This is an optimization exercise on Yosys and OpenROAD, whose aim is small area, not a production implementation.
RTL that was checked went through simulation tests only; none was proved equivalent to the original.

==> inputs of ember <==
==> flow/design.v <==
`timescale 1ns/10ps
package core_pkg;
    localparam int WORD_W    = 32;
    localparam int REG_IDX_W = 5;
    typedef logic [WORD_W-1:0]    word_t;
    typedef logic [REG_IDX_W-1:0] reg_idx_t;
    typedef logic [4:0]           opcode_t;
    typedef logic [4:0]           alu_op_t;
    localparam opcode_t OP_RTYPE = 5'd0;
    localparam opcode_t OP_J     = 5'd1;
    localparam opcode_t OP_BNE   = 5'd2;
    localparam opcode_t OP_ADDI  = 5'd5;
    localparam alu_op_t ALU_ADD = 5'd0;
    localparam alu_op_t ALU_SUB = 5'd1;
    localparam alu_op_t ALU_AND = 5'd2;
    localparam alu_op_t ALU_OR  = 5'd3;
    localparam int OPCODE_MSB = 31;
    localparam int OPCODE_LSB = 27;
    localparam int RD_MSB     = 26;
    localparam int RD_LSB     = 22;
    localparam int RS_MSB     = 21;
    localparam int RS_LSB     = 17;
    localparam int RT_MSB     = 16;
    localparam int RT_LSB     = 12;
    localparam int FUNC_MSB   = 6;
    localparam int FUNC_LSB   = 2;
    localparam int IMM_MSB    = 16;
    localparam int IMM_W      = 17;
    localparam int TARGET_MSB = 26;
    localparam word_t NOP_WORD = '0;
endpackage
`timescale 1ns/10ps
module pipe_core
#(
    parameter logic [31:0] RESET_PC = '0,
    parameter int    NUM_REGS = 32
) (
    input  logic        clock,
    input  logic        rst_n,
    output logic [31:0] imem_addr,
    input  logic [31:0] imem_data,
    output logic        wb_en,
    output logic [4:0]  wb_reg,
    output logic [31:0] wb_data
);
    localparam int NSLOT = 31;
    localparam logic [1:0] S_CLR = 2'd0;
    localparam logic [1:0] S_C0  = 2'd1;
    localparam logic [1:0] S_C1  = 2'd2;
    localparam logic [1:0] S_W   = 2'd3;
    logic [1:0]  state;
    logic [4:0]  rot;           
    logic [31:0] pc;
    logic [31:0] a;
    logic [31:0] slot [NSLOT];
    logic [4:0]  op, rd, rs, rt, func;
    logic [31:0] imm, target;
    assign op     = imem_data[31:27];
    assign rd     = imem_data[26:22];
    assign rs     = imem_data[21:17];
    assign rt     = imem_data[16:12];
    assign func   = imem_data[6:2];
    assign imm    = {{15{imem_data[16]}}, imem_data[16:0]};
    assign target = {5'b0, imem_data[26:0]};
    logic is_r, is_addi, is_bne, is_j;
    assign is_r    = (op == 5'd0);
    assign is_addi = (op == 5'd5);
    assign is_bne  = (op == 5'd2);
    assign is_j    = (op == 5'd1);
    logic [4:0] raddr;
    always_comb begin
        case (state)
            S_C0:    raddr = rs;
            S_C1:    raddr = is_bne ? rd : rt;
            default: raddr = rd;
        endcase
    end
    logic [5:0] psum;
    logic [4:0] pos;
    assign psum = {1'b0, raddr} + {1'b0, rot};
    assign pos  = (psum >= 6'd31) ? 5'(psum - 6'd31) : psum[4:0];
    logic [31:0] port;
    always_comb begin
        port = '0;
        for (int s = 0; s < NSLOT; s++) begin
            if (pos == 5'(s)) port = port | slot[s];
        end
        if (raddr == 5'd0) port = '0;
    end
    logic at_head;
    assign at_head = (pos == 5'd30) || (pos == 5'd5) || (pos == 5'd10) ||
                     (pos == 5'd15) || (pos == 5'd20) || (pos == 5'd25);
    logic wr, done;
    assign wr   = (is_r || is_addi) && (rd != 5'd0);
    assign done = !wr || at_head;
    logic        in_w, sub, use_imm, taken;
    logic [31:0] x, y, sum, res;
    assign in_w    = (state == S_W);
    assign taken   = is_bne && (a != 32'd0);
    assign sub     = !in_w && (is_bne || (is_r && func == 5'd1));
    assign use_imm = in_w ? taken : is_addi;
    assign x   = in_w ? pc : a;
    assign y   = use_imm ? imm : (in_w ? 32'd0 : port);
    assign sum = x + (y ^ {32{sub}}) + {31'd0, (in_w || sub)};
    always_comb begin
        if (is_r) begin
            case (func)
                5'd0, 5'd1: res = sum;
                5'd2:       res = a & port;
                5'd3:       res = a | port;
                default:    res = '0;
            endcase
        end else begin
            res = sum;
        end
    end
    always_ff @(posedge clock or negedge rst_n) begin
        if (!rst_n) begin
            state <= S_CLR;
            rot   <= '0;
            pc    <= RESET_PC;
        end else begin
            rot <= (rot == 5'd30) ? 5'd0 : rot + 5'd1;
            case (state)
                S_CLR: if (rot == 5'd6) state <= S_C0;
                S_C0:  state <= S_C1;
                S_C1:  state <= S_W;
                default: if (done) begin
                    state <= S_C0;
                    pc    <= is_j ? target : sum;
                end
            endcase
        end
    end
    always_ff @(posedge clock) begin
        case (state)
            S_CLR:   a <= '0;
            S_C0:    a <= port;
            S_C1:    a <= res;
            default: ;
        endcase
    end
    logic wr_now;
    assign wr_now = in_w && wr;
    logic clr;
    assign clr = (state == S_CLR);
    always_ff @(posedge clock) begin
        for (int s = 0; s < NSLOT; s++) begin
            if ((s == 0 || s == 6 || s == 11 || s == 16 || s == 21 || s == 26) &&
                (clr || (wr_now && pos == 5'((s + NSLOT - 1) % NSLOT)))) begin
                slot[s] <= a;
            end else begin
                slot[s] <= slot[(s + NSLOT - 1) % NSLOT];
            end
        end
    end
    assign imem_addr = pc;
    assign wb_en     = wr_now && at_head;
    assign wb_reg    = rd;
    assign wb_data   = a;
endmodule
==> flow/run.sh <==
#!/bin/bash
# synth_recipe.tcl (not shown) runs the flow's synth.tcl, then flattens the netlist and writes it again
# the make line also repeats each setting of config.mk as NAME=value (left out here)
make -C /OpenROAD-flow-scripts/flow DESIGN_CONFIG=/design/flow/config.mk WORK_HOME=/design/flow/orfs CLKGATE_MAP_FILE= SYNTH_SCRIPT=/design/flow/synth_recipe.tcl finish
==> flow/config.mk <==
export PLATFORM = sky130hd
export DESIGN_NAME = pipe_core
export DESIGN_NICKNAME = pipe_core
export VERILOG_FILES = /design/flow/design.v
export SDC_FILE = /design/flow/constraint.sdc
export NUM_CORES = 4
export LEC_CHECK = 0
export CAP_MARGIN = 20
export CELL_PAD_IN_SITES_DETAIL_PLACEMENT = 2
export CORE_MARGIN = 2
export CORE_UTILIZATION = 22
export PLACE_DENSITY = 0.35
export SLEW_MARGIN = 20
==> flow/constraint.sdc <==
create_clock -name core_clock -period 10.0 [get_ports {clock}]
set_input_delay 2.0000 -clock core_clock [delete_from_list [all_inputs] [get_ports {clock}]]
set_output_delay 2.0000 -clock core_clock [all_outputs]
set_load 0.01 [all_outputs]
==> amber: changes against ember <==
--- a/flow/design.v
+++ b/flow/design.v
@@ -46,8 +46,11 @@
     localparam int NSLOT = 31;
-    localparam logic [1:0] S_CLR = 2'd0;
-    localparam logic [1:0] S_C0  = 2'd1;
-    localparam logic [1:0] S_C1  = 2'd2;
-    localparam logic [1:0] S_W   = 2'd3;
-    logic [1:0]  state;
+    localparam logic [2:0] S_CLR = 3'd0;
+    localparam logic [2:0] S_D   = 3'd1;
+    localparam logic [2:0] S_C0  = 3'd2;
+    localparam logic [2:0] S_C1  = 3'd3;
+    localparam logic [2:0] S_W   = 3'd4;
+    logic [2:0]  state;
     logic [4:0]  rot;           
+    logic [4:0]  rot_n;
+    logic [4:0]  pos;           
     logic [31:0] pc;
@@ -69,14 +72,16 @@
     assign is_j    = (op == 5'd1);
-    logic [4:0] raddr;
+    logic [4:0] naddr;
     always_comb begin
         case (state)
-            S_C0:    raddr = rs;
-            S_C1:    raddr = is_bne ? rd : rt;
-            default: raddr = rd;
+            S_C0:    naddr = is_bne ? rd : rt;
+            S_D:     naddr = rs;
+            default: naddr = rd;
         endcase
     end
+    assign rot_n = (rot == 5'd30) ? 5'd0 : rot + 5'd1;
     logic [5:0] psum;
-    logic [4:0] pos;
-    assign psum = {1'b0, raddr} + {1'b0, rot};
-    assign pos  = (psum >= 6'd31) ? 5'(psum - 6'd31) : psum[4:0];
+    logic [4:0] pos_n;
+    assign psum  = {1'b0, naddr} + {1'b0, rot_n};
+    assign pos_n = (naddr == 5'd0) ? 5'd31 :
+                   (psum >= 6'd31) ? 5'(psum - 6'd31) : psum[4:0];
     logic [31:0] port;
@@ -87,7 +92,12 @@
         end
-        if (raddr == 5'd0) port = '0;
     end
+    function automatic logic is_head(int s);
+        is_head = (s == 0 || s == 5 || s == 10 || s == 15 || s == 19 || s == 23 || s == 27);
+    endfunction
     logic at_head;
-    assign at_head = (pos == 5'd30) || (pos == 5'd5) || (pos == 5'd10) ||
-                     (pos == 5'd15) || (pos == 5'd20) || (pos == 5'd25);
+    always_comb begin
+        at_head = 1'b0;
+        for (int s = 0; s < NSLOT; s++)
+            if (is_head(s) && pos == 5'((s + NSLOT - 1) % NSLOT)) at_head = 1'b1;
+    end
     logic wr, done;
@@ -120,7 +130,10 @@
             rot   <= '0;
+            pos   <= '0;
             pc    <= RESET_PC;
         end else begin
-            rot <= (rot == 5'd30) ? 5'd0 : rot + 5'd1;
+            rot <= rot_n;
+            pos <= pos_n;
             case (state)
-                S_CLR: if (rot == 5'd6) state <= S_C0;
+                S_CLR: if (rot == 5'd6) state <= S_D;
+                S_D:   state <= S_C0;
                 S_C0:  state <= S_C1;
@@ -128,3 +141,3 @@
                 default: if (done) begin
-                    state <= S_C0;
+                    state <= S_D;
                     pc    <= is_j ? target : sum;
@@ -148,3 +161,3 @@
         for (int s = 0; s < NSLOT; s++) begin
-            if ((s == 0 || s == 6 || s == 11 || s == 16 || s == 21 || s == 26) &&
+            if (is_head(s) &&
                 (clr || (wr_now && pos == 5'((s + NSLOT - 1) % NSLOT)))) begin
CELL_PAD_IN_SITES_DETAIL_PLACEMENT = 1   (was 2)
CORE_UTILIZATION = 55   (was 22)
PLACE_DENSITY = 0.65   (was 0.35)
==> nickel: changes against ember <==
--- a/flow/design.v
+++ b/flow/design.v
@@ -46,8 +46,11 @@
     localparam int NSLOT = 31;
-    localparam logic [1:0] S_CLR = 2'd0;
-    localparam logic [1:0] S_C0  = 2'd1;
-    localparam logic [1:0] S_C1  = 2'd2;
-    localparam logic [1:0] S_W   = 2'd3;
-    logic [1:0]  state;
+    localparam logic [2:0] S_CLR = 3'd0;
+    localparam logic [2:0] S_D   = 3'd1;
+    localparam logic [2:0] S_C0  = 3'd2;
+    localparam logic [2:0] S_C1  = 3'd3;
+    localparam logic [2:0] S_W   = 3'd4;
+    logic [2:0]  state;
     logic [4:0]  rot;           
+    logic [4:0]  rot_n;
+    logic [4:0]  pos;           
     logic [31:0] pc;
@@ -69,14 +72,16 @@
     assign is_j    = (op == 5'd1);
-    logic [4:0] raddr;
+    logic [4:0] naddr;
     always_comb begin
         case (state)
-            S_C0:    raddr = rs;
-            S_C1:    raddr = is_bne ? rd : rt;
-            default: raddr = rd;
+            S_C0:    naddr = is_bne ? rd : rt;
+            S_D:     naddr = rs;
+            default: naddr = rd;
         endcase
     end
+    assign rot_n = (rot == 5'd30) ? 5'd0 : rot + 5'd1;
     logic [5:0] psum;
-    logic [4:0] pos;
-    assign psum = {1'b0, raddr} + {1'b0, rot};
-    assign pos  = (psum >= 6'd31) ? 5'(psum - 6'd31) : psum[4:0];
+    logic [4:0] pos_n;
+    assign psum  = {1'b0, naddr} + {1'b0, rot_n};
+    assign pos_n = (naddr == 5'd0) ? 5'd31 :
+                   (psum >= 6'd31) ? 5'(psum - 6'd31) : psum[4:0];
     logic [31:0] port;
@@ -87,7 +92,12 @@
         end
-        if (raddr == 5'd0) port = '0;
     end
+    function automatic logic is_head(int s);
+        is_head = (s == 0 || s == 5 || s == 10 || s == 15 || s == 19 || s == 23 || s == 27);
+    endfunction
     logic at_head;
-    assign at_head = (pos == 5'd30) || (pos == 5'd5) || (pos == 5'd10) ||
-                     (pos == 5'd15) || (pos == 5'd20) || (pos == 5'd25);
+    always_comb begin
+        at_head = 1'b0;
+        for (int s = 0; s < NSLOT; s++)
+            if (is_head(s) && pos == 5'((s + NSLOT - 1) % NSLOT)) at_head = 1'b1;
+    end
     logic wr, done;
@@ -95,21 +105,27 @@
     assign done = !wr || at_head;
-    logic        in_w, sub, use_imm, taken;
+    logic        in_w, in_c1, taken, sub, cin;
+    logic        x_pc, x_a, y_imm, y_tgt, y_port;
     logic [31:0] x, y, sum, res;
-    assign in_w    = (state == S_W);
-    assign taken   = is_bne && (a != 32'd0);
-    assign sub     = !in_w && (is_bne || (is_r && func == 5'd1));
-    assign use_imm = in_w ? taken : is_addi;
-    assign x   = in_w ? pc : a;
-    assign y   = use_imm ? imm : (in_w ? 32'd0 : port);
-    assign sum = x + (y ^ {32{sub}}) + {31'd0, (in_w || sub)};
+    assign in_w   = (state == S_W);
+    assign in_c1  = (state == S_C1);
+    assign taken  = is_bne && (a != 32'd0);
+    assign x_pc   = in_w && !is_j;
+    assign x_a    = in_c1;
+    assign y_imm  = in_w ? taken : (in_c1 && is_addi);
+    assign y_tgt  = in_w && is_j;
+    assign y_port = (state == S_C0) || (in_c1 && !is_addi);
+    assign sub    = in_c1 && (is_bne || (is_r && func == 5'd1));
+    assign cin    = x_pc || sub;
+    assign x   = ({32{x_pc}} & pc) | ({32{x_a}} & a);
+    assign y   = ({32{y_imm}} & imm) | ({32{y_tgt}} & target) | ({32{y_port}} & port);
+    assign sum = x + (y ^ {32{sub}}) + {31'd0, cin};
     always_comb begin
-        if (is_r) begin
+        res = sum;
+        if (in_c1 && is_r) begin
             case (func)
                 5'd0, 5'd1: res = sum;
-                5'd2:       res = a & port;
-                5'd3:       res = a | port;
+                5'd2:       res = x & y;
+                5'd3:       res = x | y;
                 default:    res = '0;
             endcase
-        end else begin
-            res = sum;
         end
@@ -122,12 +138,5 @@
         end else begin
-            rot <= (rot == 5'd30) ? 5'd0 : rot + 5'd1;
-            case (state)
-                S_CLR: if (rot == 5'd6) state <= S_C0;
-                S_C0:  state <= S_C1;
-                S_C1:  state <= S_W;
-                default: if (done) begin
-                    state <= S_C0;
-                    pc    <= is_j ? target : sum;
-                end
-            endcase
+            rot <= rot_n;
+            state <= state_n;
+            if (in_w && done) pc <= sum;
         end
@@ -135,8 +144,4 @@
     always_ff @(posedge clock) begin
-        case (state)
-            S_CLR:   a <= '0;
-            S_C0:    a <= port;
-            S_C1:    a <= res;
-            default: ;
-        endcase
+        pos <= pos_n;
+        if (state != S_D && state != S_W) a <= res;
     end
@@ -146,10 +151,32 @@
     assign clr = (state == S_CLR);
+    logic [2:0] state_n;
+    always_comb begin
+        case (state)
+            S_CLR:   state_n = (rot == 5'd6) ? S_D : S_CLR;
+            S_D:     state_n = S_C0;
+            S_C0:    state_n = S_C1;
+            S_C1:    state_n = S_W;
+            default: state_n = done ? S_D : S_W;
+        endcase
+    end
+    logic [NSLOT-1:0] hw_d, hw, hw_n;
+    always_comb begin
+        for (int s = 0; s < NSLOT; s++)
+            hw_d[s] = is_head(s) && ((state_n == S_CLR) ||
+                      ((state_n == S_W) && wr && pos_n == 5'((s + NSLOT - 1) % NSLOT)));
+    end
     always_ff @(posedge clock) begin
         for (int s = 0; s < NSLOT; s++) begin
-            if ((s == 0 || s == 6 || s == 11 || s == 16 || s == 21 || s == 26) &&
-                (clr || (wr_now && pos == 5'((s + NSLOT - 1) % NSLOT)))) begin
-                slot[s] <= a;
-            end else begin
+            if (is_head(s)) begin
+                hw[s]   <= hw_d[s];
+                hw_n[s] <= !hw_d[s];
+            end
+        end
+    end
+    always_ff @(posedge clock) begin
+        for (int s = 0; s < NSLOT; s++) begin
+            if (is_head(s))
+                slot[s] <= (a & {32{hw[s]}}) | (slot[(s + NSLOT - 1) % NSLOT] & {32{hw_n[s]}});
+            else
                 slot[s] <= slot[(s + NSLOT - 1) % NSLOT];
-            end
         end
==> flow/flow/run.sh (new file) <==
#!/bin/bash
# Own flow: the standard layout (standard.sh) with two changes:
#  - synthesis maps the combinational logic with abc's area-oriented script
#    flow/area.abc instead of the delay-oriented one; registers come from the
#    same dfflibmap step as the standard synthesis, so their names and cell
#    types are unchanged
#  - port buffers are buf_1 instead of clkdlybuf4s50_1
# Each step's output goes to its own log file here.
set -euo pipefail
W=$(pwd)
{
  cat <<EOT
proc abc {args} {
  set i [lsearch -exact \$args -script]
  if {\$i >= 0} { lset args [expr {\$i + 1}] $W/flow/area.abc }
  yosys abc {*}\$args
}
EOT
  cat "$W/synth_recipe.tcl"
} > "$W/own_synth.tcl"
sed -e "s#SYNTH_SCRIPT=[^ ]*#SYNTH_SCRIPT=$W/own_synth.tcl 'BUFFER_PORTS_ARGS=-buffer_cell sky130_fd_sc_hd__buf_1'#" \
    "$W/standard.sh" > "$W/own_standard.sh"
bash "$W/own_standard.sh" synth > "$W/synth.log" 2>&1
bash "$W/own_standard.sh" > "$W/layout.log" 2>&1
==> flow/flow/area.abc (new file) <==
strash
ifraig
scorr
dc2
strash
&get -n
&st
&dch -f
&nf -a -R 1000
&st
&dch -f
&nf -a -R 1000
&put
topo
stime -c
==> flow/standard.sh (new file) <==
#!/bin/bash
# synth_recipe.tcl (not shown) runs the flow's synth.tcl, then flattens the netlist and writes it again
# the make line also repeats each setting of config.mk as NAME=value (left out here)
make -C /OpenROAD-flow-scripts/flow DESIGN_CONFIG=/design/flow/config.mk WORK_HOME=/design/flow/orfs CLKGATE_MAP_FILE= SYNTH_SCRIPT=/design/flow/synth_recipe.tcl "${@:-finish}"
CAP_MARGIN = 0   (was 20)
CELL_PAD_IN_SITES_DETAIL_PLACEMENT = 1   (was 2)
CORE_UTILIZATION = 55   (was 22)
CTS_BUF_LIST = sky130_fd_sc_hd__clkbuf_8   (was default)
CTS_CLUSTER_DIAMETER = 50   (was default)
CTS_CLUSTER_SIZE = 16   (was default)
PLACE_DENSITY = 0.65   (was 0.35)
SLEW_MARGIN = 0   (was 20)
removed: flow/run.sh
==> reports/qor.csv <==
stage,metric,value,unit
sta,fin_skew,40.4,ps
route,post_drt_wl_per_cell,36.2,µm
cells_and_area,ff_latch_area,22200,µm²
synthesis,synth_fa_ha_area_share,1.67,%
route,num_vias,26400,
global_routing,track_usage,42.1,%
synthesis,synth-xor-area-share,1.85,%
synthesis,post-synth-top-area-fraction,61.9,%
floorplanning,tapCellCount,773,
floorplanning,coreArea,58900,µm²
route,drt-initial-drc-count,4572,
global_routing,grt_pass1_wl,186,mm
worst_setup_path,path_delay_family,compound AO/OA/AOI/OAI gates,
run_status,status,timing/DRC/antenna clean,
[end of results for nickel]
==> reports/qor.csv <==
stage,metric,value,unit
sta,fin_hold_ws,334,ps
min_path,min_to,slot[1][13]$_DFF_P_,
global_routing,track_usage,22.1,%
route,post_drt_wl_per_cell,30.9,µm
sta,setup_viol,0,
route,drt-initial-drc-count,2540,
global_routing,grt_pass1_wl,266,mm
synthesis,synth-xor-area-share,1.77,%
synthesis,synth-compound-area-share,19.9,%
route,wl_met3,7.65,mm
run_status,status,timing/DRC/antenna clean,
global_routing,antenna_found_initial,10,
cells_and_area,ff_latch_area,21800,µm²
sta,fin_skew,30.5,ps
clock_network,path_clk_slew,70,ps
floorplanning,tapCellCount,2204,
worst_setup_path,path_delay_family,compound AO/OA/AOI/OAI gates,
synthesis,synth_fa_ha_area_share,1.72,%
[end of results for ember]
==> reports/qor.csv <==
stage,metric,value,unit
run_status,status,timing/DRC/antenna clean,
route,drt-initial-drc-count,3204,
worst_setup_path,path_delay_family,simple AND/OR/NAND/NOR gates,
synthesis,post-synth-top-area-fraction,55.3,%
floorplanning,coreArea,64500,µm²
global_routing,track_usage,41.9,%
synthesis,synth_fa_ha_area_share,1.84,%
route,num_vias,28300,
route,post_drt_wl_per_cell,35.1,µm
sta,fin_skew,45.5,ps
global_routing,grt_pass1_wl,206,mm
synthesis,synth-xor-area-share,1.54,%
cells_and_area,ff_latch_area,21900,µm²
[end of results for amber]
For amber, only the layout was checked, not whether the RTL still works.

## re-timing with driven ports
The results above use ideal ports. As a check the final layouts listed here were re-extracted and re-timed, cells and wires unchanged. Step 1 assumes that a clkbuf_16 drives the clock port and a buf_2 every other input. Step 2 times the ports against the registers' clock, not the clock port: input delays grow and output delays shrink by t, the midpoint of the rising clock arrivals with the driver on. Slacks: ideal ports / drivers / drivers and shift; pairs: ideal ports / drivers.
run	t (ns)	setup WS [ns]	hold WS [ns]	worst setup path at the end
ember	0.815	0.428 / 0.493 / -0.322	0.334 / 0.334 / 0.334	input to register
amber	0.741	2.377 / 2.343 / 2.118	0.323 / 0.323 / 0.323	input to register
nickel	0.814	1.212 / 1.258 / 0.444	0.327 / 0.327 / 0.327	input to register
Met with ideal ports but missed after step 2: setup timing in ember. The setup slack of nickel, which loses most, moves by +0.046 ns with the drivers and by -0.768 ns with both steps.
